This design comes from an exercise in tuning for a short achievable clock period and few clock cycles per item on the open sky130 flow, not from production work.
Only simulation tests tie the RTL to the original design; equivalence was not proved.
Power is estimated from default activity; no workload was simulated.

==> job 9043: inputs <==
==> flow/design.v <==
`timescale 1ns/10ps
package cache_pkg;
    localparam int TAG_W = 32 - 4 - 2;
    typedef enum logic [1:0] {
        cpu_exec,    
        wr_dram,     
        rd_dram      
    } cache_state_e;
    typedef logic [TAG_W-1:0]        tag_t;
    typedef logic [4-1:0] index_t;
    typedef struct packed {
        tag_t       tag;
        index_t     index;
        logic [1:0] offset;
    } addr_fields_t;
    typedef logic [$clog2(4)-1:0]      way_t;
    typedef logic [$clog2(15+1)-1:0] age_t;
    typedef logic [4-1:0]              way_vec_t;  
endpackage
`timescale 1ns/10ps
package bus_pkg;
    typedef enum logic [1:0] {
        sz_byte,
        sz_half,
        sz_word
    } size_e;
    typedef enum logic {
        acc_read,
        acc_write
    } rw_e;
    typedef struct packed {
        logic [32-1:0] addr;
        logic [31:0]           wdata;
        logic [3:0]            wen;     
        size_e                 size;
        rw_e                   rw;
    } bus_req_t;
endpackage
`timescale 1ns/10ps
module cache_arrays (
    input  logic                clk,
    input  logic                rst,
    input  cache_pkg::index_t   index,
    input  logic                refill_en,
    input  cache_pkg::way_t     refill_way,
    input  cache_pkg::tag_t     refill_tag,
    input  logic [31:0]         refill_data,
    input  logic                wr_hit_en,
    input  cache_pkg::way_t     hit_way,
    input  logic [31:0]         wr_data,
    input  logic [3:0]          wr_wen,
    output cache_pkg::way_vec_t way_valid,
    output cache_pkg::way_vec_t way_dirty,
    output logic [4-1:0][cache_pkg::TAG_W-1:0] way_tags,
    output logic [4-1:0][31:0]                 way_data,
    output logic [4-1:0][3:0]                  way_ages
);
    localparam int SETS = 1 << 4;
    cache_pkg::way_vec_t    valid_q [SETS];
    cache_pkg::way_vec_t    dirty_q [SETS];
    cache_pkg::age_t        age_q   [SETS][4];
    cache_pkg::tag_t        tag_q   [SETS][4];
    logic [31:0] data_q  [SETS][4];
    cache_pkg::way_t        touched_way;           
    cache_pkg::age_t        next_age [4];
    logic [31:0] merged;                
    always_comb begin
        way_valid = valid_q[index];
        way_dirty = dirty_q[index];
        for (int w = 0; w < 4; w++) begin
            way_tags[w] = tag_q[index][w];
            way_data[w] = data_q[index][w];
            way_ages[w] = age_q[index][w];
        end
    end
    always_comb begin
        for (int b = 0; b < 4; b++) begin
            merged[8*b +: 8] = wr_wen[b] ? wr_data[8*b +: 8] : way_data[hit_way][8*b +: 8];
        end
    end
    assign touched_way = refill_en ? refill_way : hit_way;
    always_comb begin
        for (int w = 0; w < 4; w++) begin
            if (touched_way == cache_pkg::way_t'(w))
                next_age[w] = '0;
            else if (way_ages[w] == cache_pkg::age_t'(15))
                next_age[w] = way_ages[w];             
            else
                next_age[w] = way_ages[w] + cache_pkg::age_t'(1);
        end
    end
    always_ff @(posedge clk) begin
        if (rst) begin
            for (int s = 0; s < SETS; s++) begin
                valid_q[s] <= '0;
                dirty_q[s] <= '0;
                for (int w = 0; w < 4; w++) begin
                    age_q[s][w] <= '0;
                end
            end
        end else begin
            if (refill_en) begin
                valid_q[index][refill_way] <= 1'b1;
                dirty_q[index][refill_way] <= 1'b0;    
            end else if (wr_hit_en) begin
                dirty_q[index][hit_way] <= 1'b1;
            end
            if (refill_en || wr_hit_en) begin
                for (int w = 0; w < 4; w++) begin
                    age_q[index][w] <= next_age[w];
                end
            end
        end
    end
    always_ff @(posedge clk) begin
        if (refill_en) begin
            tag_q[index][refill_way]  <= refill_tag;
            data_q[index][refill_way] <= refill_data;
        end else if (wr_hit_en) begin
            data_q[index][hit_way] <= merged;
        end
    end
endmodule
`timescale 1ns/10ps
module cache_lookup (
    input  cache_pkg::tag_t     tag,
    input  cache_pkg::way_vec_t way_valid,
    input  logic [4-1:0][cache_pkg::TAG_W-1:0] way_tags,
    input  logic [4-1:0][31:0]                 way_data,
    output logic                hit,
    output cache_pkg::way_t     hit_way,
    output logic [31:0]         hit_data
);
    cache_pkg::way_vec_t match;     
    always_comb begin
        for (int w = 0; w < 4; w++) begin
            match[w] = way_valid[w] && (way_tags[w] == tag);
        end
    end
    always_comb begin
        hit_way = '0;
        for (int w = 4 - 1; w >= 0; w--) begin
            if (match[w])
                hit_way = cache_pkg::way_t'(w);
        end
    end
    assign hit      = |match;
    assign hit_data = way_data[hit_way];    
endmodule
`timescale 1ns/10ps
module victim_select (
    input  cache_pkg::index_t   index,
    input  cache_pkg::way_vec_t way_valid,
    input  cache_pkg::way_vec_t way_dirty,
    input  logic [4-1:0][3:0]                  way_ages,
    input  logic [4-1:0][cache_pkg::TAG_W-1:0] way_tags,
    input  logic [4-1:0][31:0]                 way_data,
    output cache_pkg::way_t     victim_way,
    output logic                victim_dirty,
    output logic [31:0]         wb_addr,
    output logic [31:0]         wb_data
);
    logic         inv_found;
    cache_pkg::way_t         inv_way;
    logic         clean_found;
    cache_pkg::way_t         clean_way;
    cache_pkg::age_t         clean_age;
    cache_pkg::way_t         old_way;
    cache_pkg::age_t         old_age;
    cache_pkg::addr_fields_t wb_fields;
    always_comb begin
        inv_found   = 1'b0;
        inv_way     = '0;
        clean_found = 1'b0;
        clean_way   = '0;
        clean_age   = '0;
        old_way     = '0;
        old_age     = '0;
        for (int w = 0; w < 4; w++) begin
            if (!way_valid[w] && !inv_found) begin
                inv_found = 1'b1;
                inv_way   = cache_pkg::way_t'(w);
            end
            if (!way_dirty[w] && (!clean_found || way_ages[w] > clean_age)) begin
                clean_found = 1'b1;
                clean_way   = cache_pkg::way_t'(w);
                clean_age   = way_ages[w];
            end
            if (way_ages[w] > old_age) begin
                old_way = cache_pkg::way_t'(w);
                old_age = way_ages[w];
            end
        end
    end
    assign victim_way   = inv_found ? inv_way : (clean_found ? clean_way : old_way);
    assign victim_dirty = !inv_found && !clean_found;    
    assign wb_fields = {way_tags[victim_way], index, 2'b00};
    assign wb_addr   = wb_fields;
    assign wb_data   = way_data[victim_way];
endmodule
`timescale 1ns/10ps
module miss_fsm (
    input  logic                    clk,
    input  logic                    rst,
    input  logic                    cached_strobe,
    input  bus_pkg::bus_req_t       req,
    input  logic                    hit,
    input  logic                    victim_dirty,
    input  logic [31:0]             wb_addr,
    input  logic [31:0]             wb_data,
    input  logic                    m_ready,
    output cache_pkg::cache_state_e state,
    output logic                    refill_en,
    output logic                    wr_hit_en,
    output bus_pkg::bus_req_t       mem_req,
    output logic                    mem_strobe
);
    cache_pkg::cache_state_e next_state;
    always_comb begin
        next_state = state;
        case (state)
            cache_pkg::cpu_exec: if (cached_strobe && !hit)
                          next_state = victim_dirty ? cache_pkg::wr_dram : cache_pkg::rd_dram;
            cache_pkg::wr_dram:  if (m_ready)
                          next_state = cache_pkg::rd_dram;     
            cache_pkg::rd_dram:  if (m_ready)
                          next_state = cache_pkg::cpu_exec;
            default:  next_state = cache_pkg::cpu_exec;
        endcase
    end
    always_ff @(posedge clk) begin
        if (rst)
            state <= cache_pkg::cpu_exec;
        else
            state <= next_state;
    end
    assign refill_en  = (state == cache_pkg::rd_dram) && m_ready;
    assign wr_hit_en  = (state == cache_pkg::cpu_exec) && cached_strobe && hit && (req.rw == bus_pkg::acc_write);
    assign mem_strobe = (state != cache_pkg::cpu_exec);
    always_comb begin
        mem_req.size = bus_pkg::sz_word;
        if (state == cache_pkg::wr_dram) begin
            mem_req.addr  = wb_addr;
            mem_req.wdata = wb_data;
            mem_req.wen   = 4'b1111;
            mem_req.rw    = bus_pkg::acc_write;
        end else begin
            mem_req.addr  = {req.addr[32-1:2], 2'b00};
            mem_req.wdata = '0;
            mem_req.wen   = 4'b0000;
            mem_req.rw    = bus_pkg::acc_read;
        end
    end
endmodule
`timescale 1ns/10ps
module d_cache (
    input  logic        clk,
    input  logic        rst,
    input  logic [31:0] p_addr,
    input  logic [31:0] p_wdata,
    input  logic [3:0]  p_wen,
    input  logic [1:0]  p_size,
    input  logic        p_rw,
    input  logic        p_strobe,
    output logic [31:0] p_din,
    output logic        p_ready,
    output logic [31:0] m_addr,
    output logic [31:0] m_wdata,
    output logic [3:0]  m_wen,
    output logic [1:0]  m_size,
    output logic        m_rw,
    output logic        m_strobe,
    input  logic [31:0] m_dout,
    input  logic        m_ready
);
    bus_pkg::bus_req_t     p_req;
    bus_pkg::bus_req_t     m_req;
    assign p_req   = {p_addr, p_wdata, p_wen, p_size, p_rw};
    assign m_addr  = m_req.addr;
    assign m_wdata = m_req.wdata;
    assign m_wen   = m_req.wen;
    assign m_size  = m_req.size;
    assign m_rw    = m_req.rw;
    cache_pkg::addr_fields_t fields;
    logic         uncached;
    logic         cached_strobe;
    bus_pkg::bus_req_t     byp_req;           
    cache_pkg::way_vec_t     way_valid;
    cache_pkg::way_vec_t     way_dirty;
    logic [4-1:0][cache_pkg::TAG_W-1:0] way_tags;
    logic [4-1:0][31:0]      way_data;
    logic [4-1:0][3:0]       way_ages;
    logic         hit;
    cache_pkg::way_t         hit_way;
    logic [31:0]  hit_data;
    cache_pkg::way_t         victim_way;
    logic         victim_dirty;
    logic [31:0]  wb_addr;
    logic [31:0]  wb_data;
    cache_pkg::cache_state_e state;
    logic         refill_en;
    logic         wr_hit_en;
    bus_pkg::bus_req_t     fsm_req;
    logic         fsm_strobe;
    assign fields        = p_req.addr;
    assign uncached      = (p_req.addr[32-1:16] == 16'hbfaf);
    assign cached_strobe = p_strobe && !uncached;
    always_comb begin
        byp_req = p_req;    
        byp_req.addr[32-1:16] = 16'h1faf;
    end
    assign m_req    = uncached ? byp_req : fsm_req;
    assign m_strobe = uncached ? p_strobe : fsm_strobe;
    assign p_din    = uncached ? m_dout : hit_data;
    assign p_ready  = uncached ? (p_strobe && m_ready)
                               : (cached_strobe && hit && state == cache_pkg::cpu_exec);
    cache_arrays i_arrays (
        .clk         (clk),
        .rst         (rst),
        .index       (fields.index),
        .refill_en   (refill_en),
        .refill_way  (victim_way),
        .refill_tag  (fields.tag),
        .refill_data (m_dout),
        .wr_hit_en   (wr_hit_en),
        .hit_way     (hit_way),
        .wr_data     (p_req.wdata),
        .wr_wen      (p_req.wen),
        .way_valid   (way_valid),
        .way_dirty   (way_dirty),
        .way_tags    (way_tags),
        .way_data    (way_data),
        .way_ages    (way_ages)
    );
    cache_lookup i_lookup (
        .tag       (fields.tag),
        .way_valid (way_valid),
        .way_tags  (way_tags),
        .way_data  (way_data),
        .hit       (hit),
        .hit_way   (hit_way),
        .hit_data  (hit_data)
    );
    victim_select i_victim (
        .index        (fields.index),
        .way_valid    (way_valid),
        .way_dirty    (way_dirty),
        .way_ages     (way_ages),
        .way_tags     (way_tags),
        .way_data     (way_data),
        .victim_way   (victim_way),
        .victim_dirty (victim_dirty),
        .wb_addr      (wb_addr),
        .wb_data      (wb_data)
    );
    miss_fsm i_fsm (
        .clk           (clk),
        .rst           (rst),
        .cached_strobe (cached_strobe),
        .req           (p_req),
        .hit           (hit),
        .victim_dirty  (victim_dirty),
        .wb_addr       (wb_addr),
        .wb_data       (wb_data),
        .m_ready       (m_ready),
        .state         (state),
        .refill_en     (refill_en),
        .wr_hit_en     (wr_hit_en),
        .mem_req       (fsm_req),
        .mem_strobe    (fsm_strobe)
    );
endmodule
==> flow/run.sh <==
#!/bin/bash
# synth_recipe.tcl (not shown) runs the flow's synth.tcl, then flattens the netlist and writes it again
# the make line also repeats each setting of config.mk as NAME=value (left out here)
make -C /OpenROAD-flow-scripts/flow DESIGN_CONFIG=/design/flow/config.mk WORK_HOME=/design/flow/orfs CLKGATE_MAP_FILE= SYNTH_SCRIPT=/design/flow/synth_recipe.tcl finish
==> flow/config.mk <==
export PLATFORM = sky130hd
export DESIGN_NAME = d_cache
export DESIGN_NICKNAME = d_cache
export VERILOG_FILES = /design/flow/design.v
export SDC_FILE = /design/flow/constraint.sdc
export NUM_CORES = 4
export LEC_CHECK = 0
export CAP_MARGIN = 20
export CORE_MARGIN = 2
export CORE_UTILIZATION = 40
export SLEW_MARGIN = 20
==> flow/constraint.sdc <==
create_clock -name core_clock -period 13.0 [get_ports {clk}]
set_input_delay 2.6000 -clock core_clock [delete_from_list [all_inputs] [get_ports {clk}]]
set_output_delay 2.6000 -clock core_clock [all_outputs]
set_load 0.01 [all_outputs]
==> inputs of job 5440, as changes to job 9043 <==
--- a/flow/design.v
+++ b/flow/design.v
@@ -220,6 +220,10 @@
         next_state = state;
         case (state)
-            cache_pkg::cpu_exec: if (cached_strobe && !hit)
-                          next_state = victim_dirty ? cache_pkg::wr_dram : cache_pkg::rd_dram;
+            cache_pkg::cpu_exec: if (cached_strobe && !hit) begin
+                          if (victim_dirty)
+                              next_state = m_ready ? cache_pkg::rd_dram : cache_pkg::wr_dram;
+                          else
+                              next_state = m_ready ? cache_pkg::cpu_exec : cache_pkg::rd_dram;
+                      end
             cache_pkg::wr_dram:  if (m_ready)
                           next_state = cache_pkg::rd_dram;     
@@ -235,10 +239,11 @@
             state <= next_state;
     end
-    assign refill_en  = (state == cache_pkg::rd_dram) && m_ready;
+    assign refill_en  = m_ready && ((state == cache_pkg::rd_dram) ||
+                        ((state == cache_pkg::cpu_exec) && cached_strobe && !hit && !victim_dirty));
     assign wr_hit_en  = (state == cache_pkg::cpu_exec) && cached_strobe && hit && (req.rw == bus_pkg::acc_write);
-    assign mem_strobe = (state != cache_pkg::cpu_exec);
+    assign mem_strobe = (state != cache_pkg::cpu_exec) || (cached_strobe && !hit);
     always_comb begin
         mem_req.size = bus_pkg::sz_word;
-        if (state == cache_pkg::wr_dram) begin
+        if ((state == cache_pkg::wr_dram) || ((state == cache_pkg::cpu_exec) && victim_dirty)) begin
             mem_req.addr  = wb_addr;
             mem_req.wdata = wb_data;
@@ -312,7 +317,8 @@
     assign m_req    = uncached ? byp_req : fsm_req;
     assign m_strobe = uncached ? p_strobe : fsm_strobe;
-    assign p_din    = uncached ? m_dout : hit_data;
+    assign p_din    = (uncached || !hit) ? m_dout : hit_data;
     assign p_ready  = uncached ? (p_strobe && m_ready)
-                               : (cached_strobe && hit && state == cache_pkg::cpu_exec);
+                               : (cached_strobe && ((hit && state == cache_pkg::cpu_exec) ||
+                                                    (refill_en && p_req.rw == bus_pkg::acc_read)));
     cache_arrays i_arrays (
         .clk         (clk),
Settings changed: SETUP_SLACK_MARGIN from default to 1.
==> notes.md <==
| quantity | job 5440 | job 9043 |
|---|---|---|
| Result of the run | finished clean | finished clean |
| Cts bufs inserted | 415 | 417 |
| Total cell area at the placement stage | 183000 um^2 | 182000 um^2 |
| Sequential power share | 50.4% | 50.8% |
| Number of setup buffers added after CTS | 27 | 0 |
| Depth of the most critical reg-to-reg path | 35 | 36 |
| Largest clock skew in the final design | 0.115 ns | 0.0915 ns |
| Invs w/o clock | 188 | 44 |
| Number of library cell types mapped by synthesis | 108 | 97 |
| Post-route insts no fill | 15700 | 15300 |
| Highest clock frequency the design can meet | 82.9 MHz | 78.4 MHz |
| Met1 Track Usage GR | 34.3% | 31.9% |
| Synth Area in Compound Gates | 3.85% | 3.10% |
| Total vias in the final route | 95900 | 92600 |
| DR pass1 iterations | 14 | 8 |
| Fin crit share | 92.8% | 98.1% |
| Maximum fanout along the worst path | 7 | 21 |
| Synth Cell Area | 171000 um^2 | 169000 um^2 |
| Pre-CTS worst setup slack | 0.186 ns | 0.0648 ns |
| Proportion of total power due to net switching | 23.5% | 23.1% |
| Non-clk buf share | 4.36% | 3.58% |
| Internal power component | 0.0222 W | 0.0221 W |
Testbench counts of job 9043, summed over its fixed seeds: cycles 34,647, accesses 12,000.
Testbench counts of job 5440, summed over its fixed seeds: cycles 26,404, accesses 12,000.

afterwards: timing with drivers on the ports:
In the flow no input, the clock included, has a driving cell. The finished layouts below were timed again as built, in two steps.
Step 1, drivers: a clkbuf_16 drives clk and a buf_2 each remaining input, both assumed.
Step 2 also shifts input and output timing later by t, the mid clock arrival at the registers, as if the neighbouring blocks saw the same clock.
Three values: ideal, step 1, step 2; two values: the first two.
run | shift t [ns] | setup slack, ns | worst hold slack (ns) | worst setup path after step 2 | cell pins on the clock port's net
job 9043 | 1.113 | 0.248 / -0.150 / -0.150 | 0.678 / 0.678 / 0.678 | input to output | 1
job 5440 | 1.086 | 0.939 / 0.473 / 0.473 | 0.636 / 0.636 / 0.636 | input to output | 1
Met with ideal ports but missed after step 2: setup timing in job 9043. The setup slack of job 5440, which loses most, moves by -0.466 ns with the drivers and by -0.466 ns with both steps.
